Context: an optimization exercise on an open-source flow, tuned for small area, a short achievable clock period and few clock cycles. The choices shown serve that exercise and are no tape-out recipe.
Where RTL was checked, it was by simulation tests only, not by an equivalence proof against the original.
Power is estimated from default activity; no workload was simulated.

Setup of oak:
## serial_command_line_parser_top
module serial_command_line_parser_top (
  input  logic        clk,
  input  logic        rst_n,
  input  logic        in_valid,
  output logic        in_ready,
  input  logic [7:0]  in_rx_byte,
  output logic        out_valid,
  input  logic        out_ready,
  output logic [3:0]  out_cmd_code,
  output logic [30:0] out_cmd_arg
);
  function automatic logic chain_hit(input logic [5:0] s, input logic [5:0] c);
    chain_hit =
      ((s == 6'd1) && (c == K_D)) ||   
      ((s == 6'd2) && (c == K_L)) ||
      ((s == 6'd4) && (c == K_E)) ||
      ((s == 6'd16) && (c == K_R)) ||   
      ((s == 6'd33) && (c == K_A)) ||
      ((s == 6'd3) && (c == K_C)) ||
      ((s == 6'd6) && (c == K_K)) ||
      ((s == 6'd24) && (c == K_A)) ||   
      ((s == 6'd49) && (c == K_N)) ||
      ((s == 6'd34) && (c == K_U)) ||
      ((s == 6'd5) && (c == K_A)) ||
      ((s == 6'd10) && (c == K_L)) ||
      ((s == 6'd41) && (c == K_E)) ||   
      ((s == 6'd19) && (c == K_C)) ||
      ((s == 6'd39) && (c == K_A)) ||
      ((s == 6'd15) && (c == K_L)) ||
      ((s == 6'd61) && (c == K_T)) ||   
      ((s == 6'd58) && (c == K_A)) ||
      ((s == 6'd52) && (c == K_T)) ||
  ...
Size: about 1300 cells after synthesis, roughly 0.0089 mm^2 of cells after synthesis.
==> flow/config.mk <==
export PLATFORM = sky130hd
export DESIGN_NAME = serial_command_line_parser_top
export DESIGN_NICKNAME = serial_command_line_parser_top
export VERILOG_FILES = /design/flow/design.v
export SDC_FILE = /design/flow/constraint.sdc
export NUM_CORES = 4
export LEC_CHECK = 0
export ABC_AREA = 1
export CAP_MARGIN = 20
export CORE_MARGIN = 2
export CORE_UTILIZATION = 40
export SETUP_SLACK_MARGIN = 5
export SLEW_MARGIN = 20
==> flow/constraint.sdc <==
create_clock -name core_clock -period 8.0 [get_ports {clk}]
set_input_delay 1.6000 -clock core_clock [delete_from_list [all_inputs] [get_ports {clk}]]
set_output_delay 1.6000 -clock core_clock [all_outputs]
set_load 0.01 [all_outputs]
standard.sh (not shown) runs the stock make flow with config.mk's settings and CLKGATE_MAP_FILE= SYNTH_SCRIPT=/design/flow/synth_recipe.tcl, a recipe that flattens the netlist after the stock synthesis.
==> flow/flow/run.sh <==
#!/bin/bash
set -euo pipefail
bash standard.sh SETUP_SLACK_MARGIN=5.35 finish > flow_make.log 2>&1
The final layout from oak, which completed every stage, passed the timing, DRC and antenna checks at the end of the flow.
Testbench counts of oak, summed over its fixed seeds: cycles 21,597.
Modified inputs, pine compared to oak
==> flow/flow/run.sh <==
#!/bin/bash
set -euo pipefail
bash standard.sh SETUP_SLACK_MARGIN=5.3 finish > flow_make.log 2>&1
- Number of global-route vias before repair for pine: 81 down relative to oak
- Diff oak -> pine: global routing usage on met2 dropped 0.28 points, buffering overhead shrank by 0.64 points.
- Of the two values seen for critical path launch point, acc_r[25] was produced by pine and ov_r by oak.

---

== zinc ==
Another version of the RTL of serial_command_line_parser_top (not shown whole).
Size in the first run: ~1300 cells after synthesis, roughly 100 flip-flops, about 49 I/O pins, ~8800 um^2 of cells after synthesis.
export LEC_CHECK = 0
export ABC_AREA = 1
export CAP_MARGIN = 20
export CORE_MARGIN = 2
export CORE_UTILIZATION = 40
export GPL_ROUTABILITY_DRIVEN = 0
export GPL_TIMING_DRIVEN = 1
export SETUP_SLACK_MARGIN = 5
export SLEW_MARGIN = 20
create_clock -name core_clock -period 8.0 [get_ports {clk}]
==> flow/flow/run.sh <==
#!/bin/bash
set -euo pipefail
bash standard.sh SETUP_SLACK_MARGIN=5.3 finish > flow_make.log 2>&1
zinc completed; timing, DRC and antenna clean
Testbench counts of zinc, summed over its fixed seeds: cycles 21,597.
Input-level comparison between willow and zinc:
- GPL_ROUTABILITY_DRIVEN: 0 -> unset
- CORE_UTILIZATION: 40 -> 60
- GPL_TIMING_DRIVEN: 1 -> unset
[summary]
willow finished all stages; the layout is clean. Per the comparison of willow with zinc, utilization saw an increase, non-clock buffer count shrank by about 8%. From willow to zinc, net count after synthesis did not move at all. Taking zinc as the reference, in willow overall die area lower, final cell count lower.
Here is what was changed in the inputs of sierra compared with willow.
- a change of CORE_UTILIZATION from 60 to 40
==> flow/flow/run.sh <==
#!/bin/bash
set -euo pipefail
bash standard.sh SETUP_SLACK_MARGIN=5.4 finish > flow_make.log 2>&1
Notes after the runs:
sierra ended with every stage complete and zero timing, DRC or antenna violations.
Via count (sierra over willow): decrease, 1.8%
Comparing via count of the first global-routing pass for sierra and willow, the bigger number came from willow.
Wire length of the first global-routing pass was higher in sierra than in willow.
Mean number of vias per cell came out lower on sierra than on willow.
[sierra vs willow] number of buffers and inverters on the critical path: lower in sierra
Capture point of the worst path: out_cmd_arg[3] -> sierra, acc_r[15]$_DFFE_PP_ -> willow
sierra ended with less count of cell instances traversed by the critical path than willow.
For worst-case hold slack, willow and sierra come out practically identical.
Clock tree buffer count of the final layout: lower on willow
On total power, willow tracks sierra almost exactly.
Of the two values seen for kind of critical path, reg -> reg was produced by willow and reg -> out by sierra.
Input changes introduced in quartz (baseline for comparison: sierra):
==> flow/run.sh (new file) <==
#!/bin/bash
# synth_recipe.tcl (not shown) runs the flow's synth.tcl, then flattens the netlist and writes it again
# the make line also repeats each setting of config.mk as NAME=value (left out here)
make -C /OpenROAD-flow-scripts/flow DESIGN_CONFIG=/design/flow/config.mk WORK_HOME=/design/flow/orfs CLKGATE_MAP_FILE= SYNTH_SCRIPT=/design/flow/synth_recipe.tcl finish
removed: flow/flow/run.sh
removed: flow/standard.sh
### Flow results
Met1 layer usage reported by global route: quartz vs sierra down 0.81 points
For the total detailed-routing wirelength, quartz came in 8.1% lower than sierra did.
Going from sierra to quartz, the highest attainable clock frequency was found to have gone down by 14%.
quartz vs sierra on sequential share of power: quartz is the higher one.
Critical path class: in -> reg -> quartz, reg -> out -> sierra
quartz vs. sierra: final critical-path share of the clock period went up by 5.3 points.
Note that the via count recorded for sierra amounts to 1.08 times the value seen in quartz.

---

Setup of build 55:
Another version of the RTL of serial_command_line_parser_top (not shown whole).
Size: ~1300 cells after synthesis, ~100 flip-flops, ~49 I/O pins, roughly 8900 um2 of cells after synthesis.
## serial_command_line_parser_top
module serial_command_line_parser_top (
  input  logic        clk,
  input  logic        rst_n,
  input  logic        in_valid,
  output logic        in_ready,
  input  logic [7:0]  in_rx_byte,
  output logic        out_valid,
  input  logic        out_ready,
  output logic [3:0]  out_cmd_code,
  output logic [30:0] out_cmd_arg
);
  function automatic logic chain_hit(input logic [5:0] s, input logic [5:0] c);
    chain_hit =
      ((s == 6'd1) && (c == K_D)) ||   
      ((s == 6'd2) && (c == K_L)) ||
      ((s == 6'd4) && (c == K_E)) ||
      ((s == 6'd16) && (c == K_R)) ||   
      ((s == 6'd33) && (c == K_A)) ||
      ((s == 6'd3) && (c == K_C)) ||
      ((s == 6'd6) && (c == K_K)) ||
      ((s == 6'd24) && (c == K_A)) ||   
      ((s == 6'd49) && (c == K_N)) ||
      ((s == 6'd34) && (c == K_U)) ||
      ((s == 6'd5) && (c == K_A)) ||
      ((s == 6'd10) && (c == K_L)) ||
      ((s == 6'd41) && (c == K_E)) ||   
      ((s == 6'd19) && (c == K_C)) ||
      ((s == 6'd39) && (c == K_A)) ||
      ((s == 6'd15) && (c == K_L)) ||
      ((s == 6'd61) && (c == K_T)) ||   
      ((s == 6'd58) && (c == K_A)) ||
      ((s == 6'd52) && (c == K_T)) ||
      ((s == 6'd40) && (c == K_U)) ||
      ((s == 6'd17) && (c == K_S)) ||
      ((s == 6'd7) && (c == K_A)) ||   
      ((s == 6'd14) && (c == K_L)) ||
      ((s == 6'd28) && (c == K_Q)) ||
      ((s == 6'd50) && (c == K_G)) ||   
      ((s == 6'd36) && (c == K_Q)) ||
      ((s == 6'd18) && (c == K_E)) ||   
      ((s == 6'd37) && (c == K_L)) ||
      ((s == 6'd11) && (c == K_P)) ||
      ((s == 6'd45) && (c == K_E)) ||   
  ...
Settings: LEC_CHECK=0, ABC_AREA=1, CAP_MARGIN=20, CORE_MARGIN=2, CORE_UTILIZATION=65, SETUP_SLACK_MARGIN=5, SLEW_MARGIN=20; clock period 8.0 ns.
run.sh (not shown) runs the stock make flow with config.mk's settings and CLKGATE_MAP_FILE= SYNTH_SCRIPT=/design/flow/synth_recipe.tcl, a recipe that flattens the netlist after the stock synthesis.
Stock flow here: none of the scripts above is used.
Build 55 ran to completion and came out clean on the timing, DRC and antenna checks.
Testbench counts of build 55, summed over its fixed seeds: cycles 21,597.
The inputs of build 10 differ from those of build 55 as listed below.
Settings: CORE_UTILIZATION changed from 65 to 40.
==> flow/flow/run.sh (new file) <==
#!/bin/bash
set -euo pipefail
bash standard.sh SETUP_SLACK_MARGIN=5.6 finish > flow_make.log 2>&1
==> flow/standard.sh (new file) <==
#!/bin/bash
# synth_recipe.tcl (not shown) runs the flow's synth.tcl, then flattens the netlist and writes it again
# the make line also repeats each setting of config.mk as NAME=value (left out here)
make -C /OpenROAD-flow-scripts/flow DESIGN_CONFIG=/design/flow/config.mk WORK_HOME=/design/flow/orfs CLKGATE_MAP_FILE= SYNTH_SCRIPT=/design/flow/synth_recipe.tcl "${@:-finish}"
removed: flow/run.sh
Results
The flow did not stop early for build 10: all stages ran, and the layout cleared the timing, DRC and antenna checks.
Build 10 vs build 55: critical path depth up
The run showing the greater met3 track utilization from global routing is build 55.
Looking at startpoint of the most critical setup path, the acc_r[8] result is from build 55; the acc_r[21] one comes from build 10.
In the flow results for build 10 and build 55, the die boundary height is larger on build 10.
From build 55 to build 10 the numbers moved as follows: logic gate share of total power rose 6.9 points, proportion of power drawn by flip-flops and latches fell by 4.4 points, layout cell share with drive strength beyond 1 rose 28 points, final worst-path cycle share down 3.8 points.
Build 10 against build 55: total placed instance area shows an increase of 190 um2; final cell count shows an increase of about 17%; clock-pin slew on the worst setup and hold paths shows no meaningful change; design area shows an increase of about 30%.
Input changes introduced in build 15 (baseline for comparison: build 10):
Settings: CAP_MARGIN now 0, was 20; SLEW_MARGIN now 0, was 20.
==> flow/run.sh (new file) <==
#!/bin/bash
# synth_recipe.tcl (not shown) runs the flow's synth.tcl, then flattens the netlist and writes it again
# the make line also repeats each setting of config.mk as NAME=value (left out here)
make -C /OpenROAD-flow-scripts/flow DESIGN_CONFIG=/design/flow/config.mk WORK_HOME=/design/flow/orfs CLKGATE_MAP_FILE= SYNTH_SCRIPT=/design/flow/synth_recipe.tcl finish
removed: flow/flow/run.sh
removed: flow/standard.sh
Results
Compared with build 10, build 15 shows a lower combinational group share of total power. Worst ir drop on vdd went up by more than a quarter going from build 10 to build 15. | total instance count after detailed placement | build 10 vs build 15 | ≈ equal |. Total via count in the routed design ends up lower on build 15. The final worst-path cycle share of build 15 is higher than that of build 10.
Inputs modified between build 15 and build 28:
Settings: CAP_MARGIN now 20, was 0; SLEW_MARGIN now 20, was 0; CTS_CLUSTER_DIAMETER now 100, previously not set; CTS_CLUSTER_SIZE now 40, previously not set.
--- outcome ---
Taking build 15 as the reference, in build 28 number of nets in the layout has remained practically unchanged; count of buffers from port buffering neither gained nor lost much; multi-input gate area in the final layout held steady; synthesized area level; final wirelength saw little to no change.
From build 28 to build 15, average size of a mapped cell did not move at all.
Count of unresolved DRC violations after routing came out exactly the same in build 28 and build 15.
Sequential cell count came out exactly the same in build 28 and build 15.
[compare] base=build 15 new=build 28: via count stayed essentially flat; final setup slack of the worst path held steady; slack of the worst reg-to-reg path held steady.

---

## before
Another version of the RTL of serial_command_line_parser_top (not shown whole).
For scale: roughly 99 flip-flops, roughly 49 I/O pins, roughly 0.0091 sq mm of cells after synthesis.
Settings: LEC_CHECK=0, CAP_MARGIN=20, CORE_MARGIN=2, CORE_UTILIZATION=40, SLEW_MARGIN=20; clock period 8.0 ns.
Stock flow here: none of the scripts above is used.
Setup changes, before to after
-- flow/config.mk --
<<< before, line 11
>>> after, line 11
export SETUP_SLACK_MARGIN = 5
[summary]
after went all the way through synthesis, placement and routing and the layout is clean on timing, DRC and antenna.
Changes observed in after relative to before: global-route wire length before repair grew by about 14%, final worst-path setup slack went up 1.44 ns, sum of internal, switching and leakage power shows an increase of 0.051 mW, worst stage delay on the critical path lower, post-detailed-route wirelength per cell went up by about 4%.
Overall routed net length for after: 17% up relative to before
In the flow results for after and before, the portion of total power attributed to the clock network is smaller on before.
Compared with before, after shows area overhead of the layout relative to synthesis higher by 27 points.
No run of this note included a check of the RTL's function; only the layout flow was run.

---

build 36:
serial_command_line_parser_top with an RTL version that a note above also has.
Size: roughly 1000 cells after synthesis, about 8500 sq um of cells after synthesis.
clock: 8.0 ns
lec_check: 0
cap_margin: 20
core_margin: 2
core_utilization: 40
setup_slack_margin: 5
slew_margin: 20
Build 36 finished end to end and its layout was clean on timing, DRC and antenna.
Testbench counts of build 36, summed over its fixed seeds: cycles 21,597.
diff inputs: build 36 => build 49
- putting ABC_AREA at 1 where nothing was set
==> flow/flow/run.sh (new file) <==
#!/bin/bash
set -euo pipefail
bash standard.sh SETUP_SLACK_MARGIN=5.3 finish > flow_make.log 2>&1
==> flow/standard.sh (new file) <==
#!/bin/bash
# synth_recipe.tcl (not shown) runs the flow's synth.tcl, then flattens the netlist and writes it again
# the make line also repeats each setting of config.mk as NAME=value (left out here)
make -C /OpenROAD-flow-scripts/flow DESIGN_CONFIG=/design/flow/config.mk WORK_HOME=/design/flow/orfs CLKGATE_MAP_FILE= SYNTH_SCRIPT=/design/flow/synth_recipe.tcl "${@:-finish}"
removed: flow/run.sh
Results
| height of the chip | build 49 vs build 36 | 2.2% higher |. When build 49 is measured against build 36, its worst-case vdd ir drop turns out 21% lower. Build 49 vs. build 36: final critical path time including I/O delays and setup moved down, number of tap instances climbed 1.8%, slack of the worst reg-to-reg path went up by 0.35 ns, fraction of area in registers was more or less identical. Build 49 vs build 36 on overall die area: build 49 is the higher one. Between build 36 and build 49, the design area does not differ in any meaningful way. Compared with build 36, build 49 improves cell-internal power. Going from build 36 to build 49, net count after synthesis grew by more than 10%.
What build 34 does differently from build 49 at the input level:
==> flow/run.sh (new file) <==
#!/bin/bash
# synth_recipe.tcl (not shown) runs the flow's synth.tcl, then flattens the netlist and writes it again
# the make line also repeats each setting of config.mk as NAME=value (left out here)
make -C /OpenROAD-flow-scripts/flow DESIGN_CONFIG=/design/flow/config.mk WORK_HOME=/design/flow/orfs CLKGATE_MAP_FILE= SYNTH_SCRIPT=/design/flow/synth_recipe.tcl finish
removed: flow/flow/run.sh
removed: flow/standard.sh
Findings:
- Taking build 49 as the reference point, the count of buffers not belonging to the clock network in the layout of build 34 falls by 39.
- Compared with build 49, in build 34 routed wire length on met3 shrank by 16%, sequential share of power grew by 1.2 points, highest attainable clock frequency shrank by about 8%.
- Total power draw: build 34 lower than build 49
- Switching power share of the total delta for build 34 relative to build 49: 1.1 points higher
- Routed wire length in build 34 is about 5.3% below build 49.
- When build 34 is set beside build 49, its vias after detailed routing turns out to be 4.3% smaller.
- Cell area after layout down 5.6% in build 34 wrt build 49

==> afterwards: timing with drivers on the ports <==
The flow's constraints put no driver on any port. The routed layouts listed below were extracted and timed again, unchanged, in two steps. Step 1 assumes that a clkbuf_16 drives the clock port and a buf_2 every other input. Step 2 adds t to the input delays and takes it off the output delays; t is the mean of the earliest and latest rising clock arrival at the registers after step 1. Input paths then give back, and output paths get back, about the clock's delay inside the block. Three values: ideal ports, drivers, drivers and shift; two values: the first two.
run | shift t [ns] | setup slack, ns | worst setup path after step 2
oak | 0.408 | 5.374 / 5.329 / 5.013 | input to register
pine | 0.408 | 5.319 / 5.272 / 4.958 | input to register
zinc | 0.403 | 5.314 / 5.268 / 5.007 | input to register
willow | 0.398 | 5.192 / 5.192 / 4.909 | input to register
sierra | 0.399 | 5.391 / 5.344 / 5.125 | input to register
quartz | 0.403 | 4.963 / 4.988 / 4.585 | input to register
build 55 | 0.411 | 5.020 / 4.977 / 4.785 | input to register
build 10 | 0.404 | 5.327 / 5.320 / 4.985 | input to register
build 15 | 0.406 | 5.037 / 4.993 / 4.659 | input to register
build 28 | 0.406 | 5.037 / 4.993 / 4.659 | input to register
before | 0.396 | 2.688 / 2.688 / 2.688 | register to register
after | 0.401 | 4.130 / 4.130 / 4.130 | register to register
build 36 | 0.396 | 4.982 / 4.932 / 4.708 | input to register
build 49 | 0.408 | 5.271 / 5.225 / 4.990 | input to register
build 34 | 0.406 | 5.037 / 4.993 / 4.659 | input to register
After both steps every run listed still meets setup and hold.
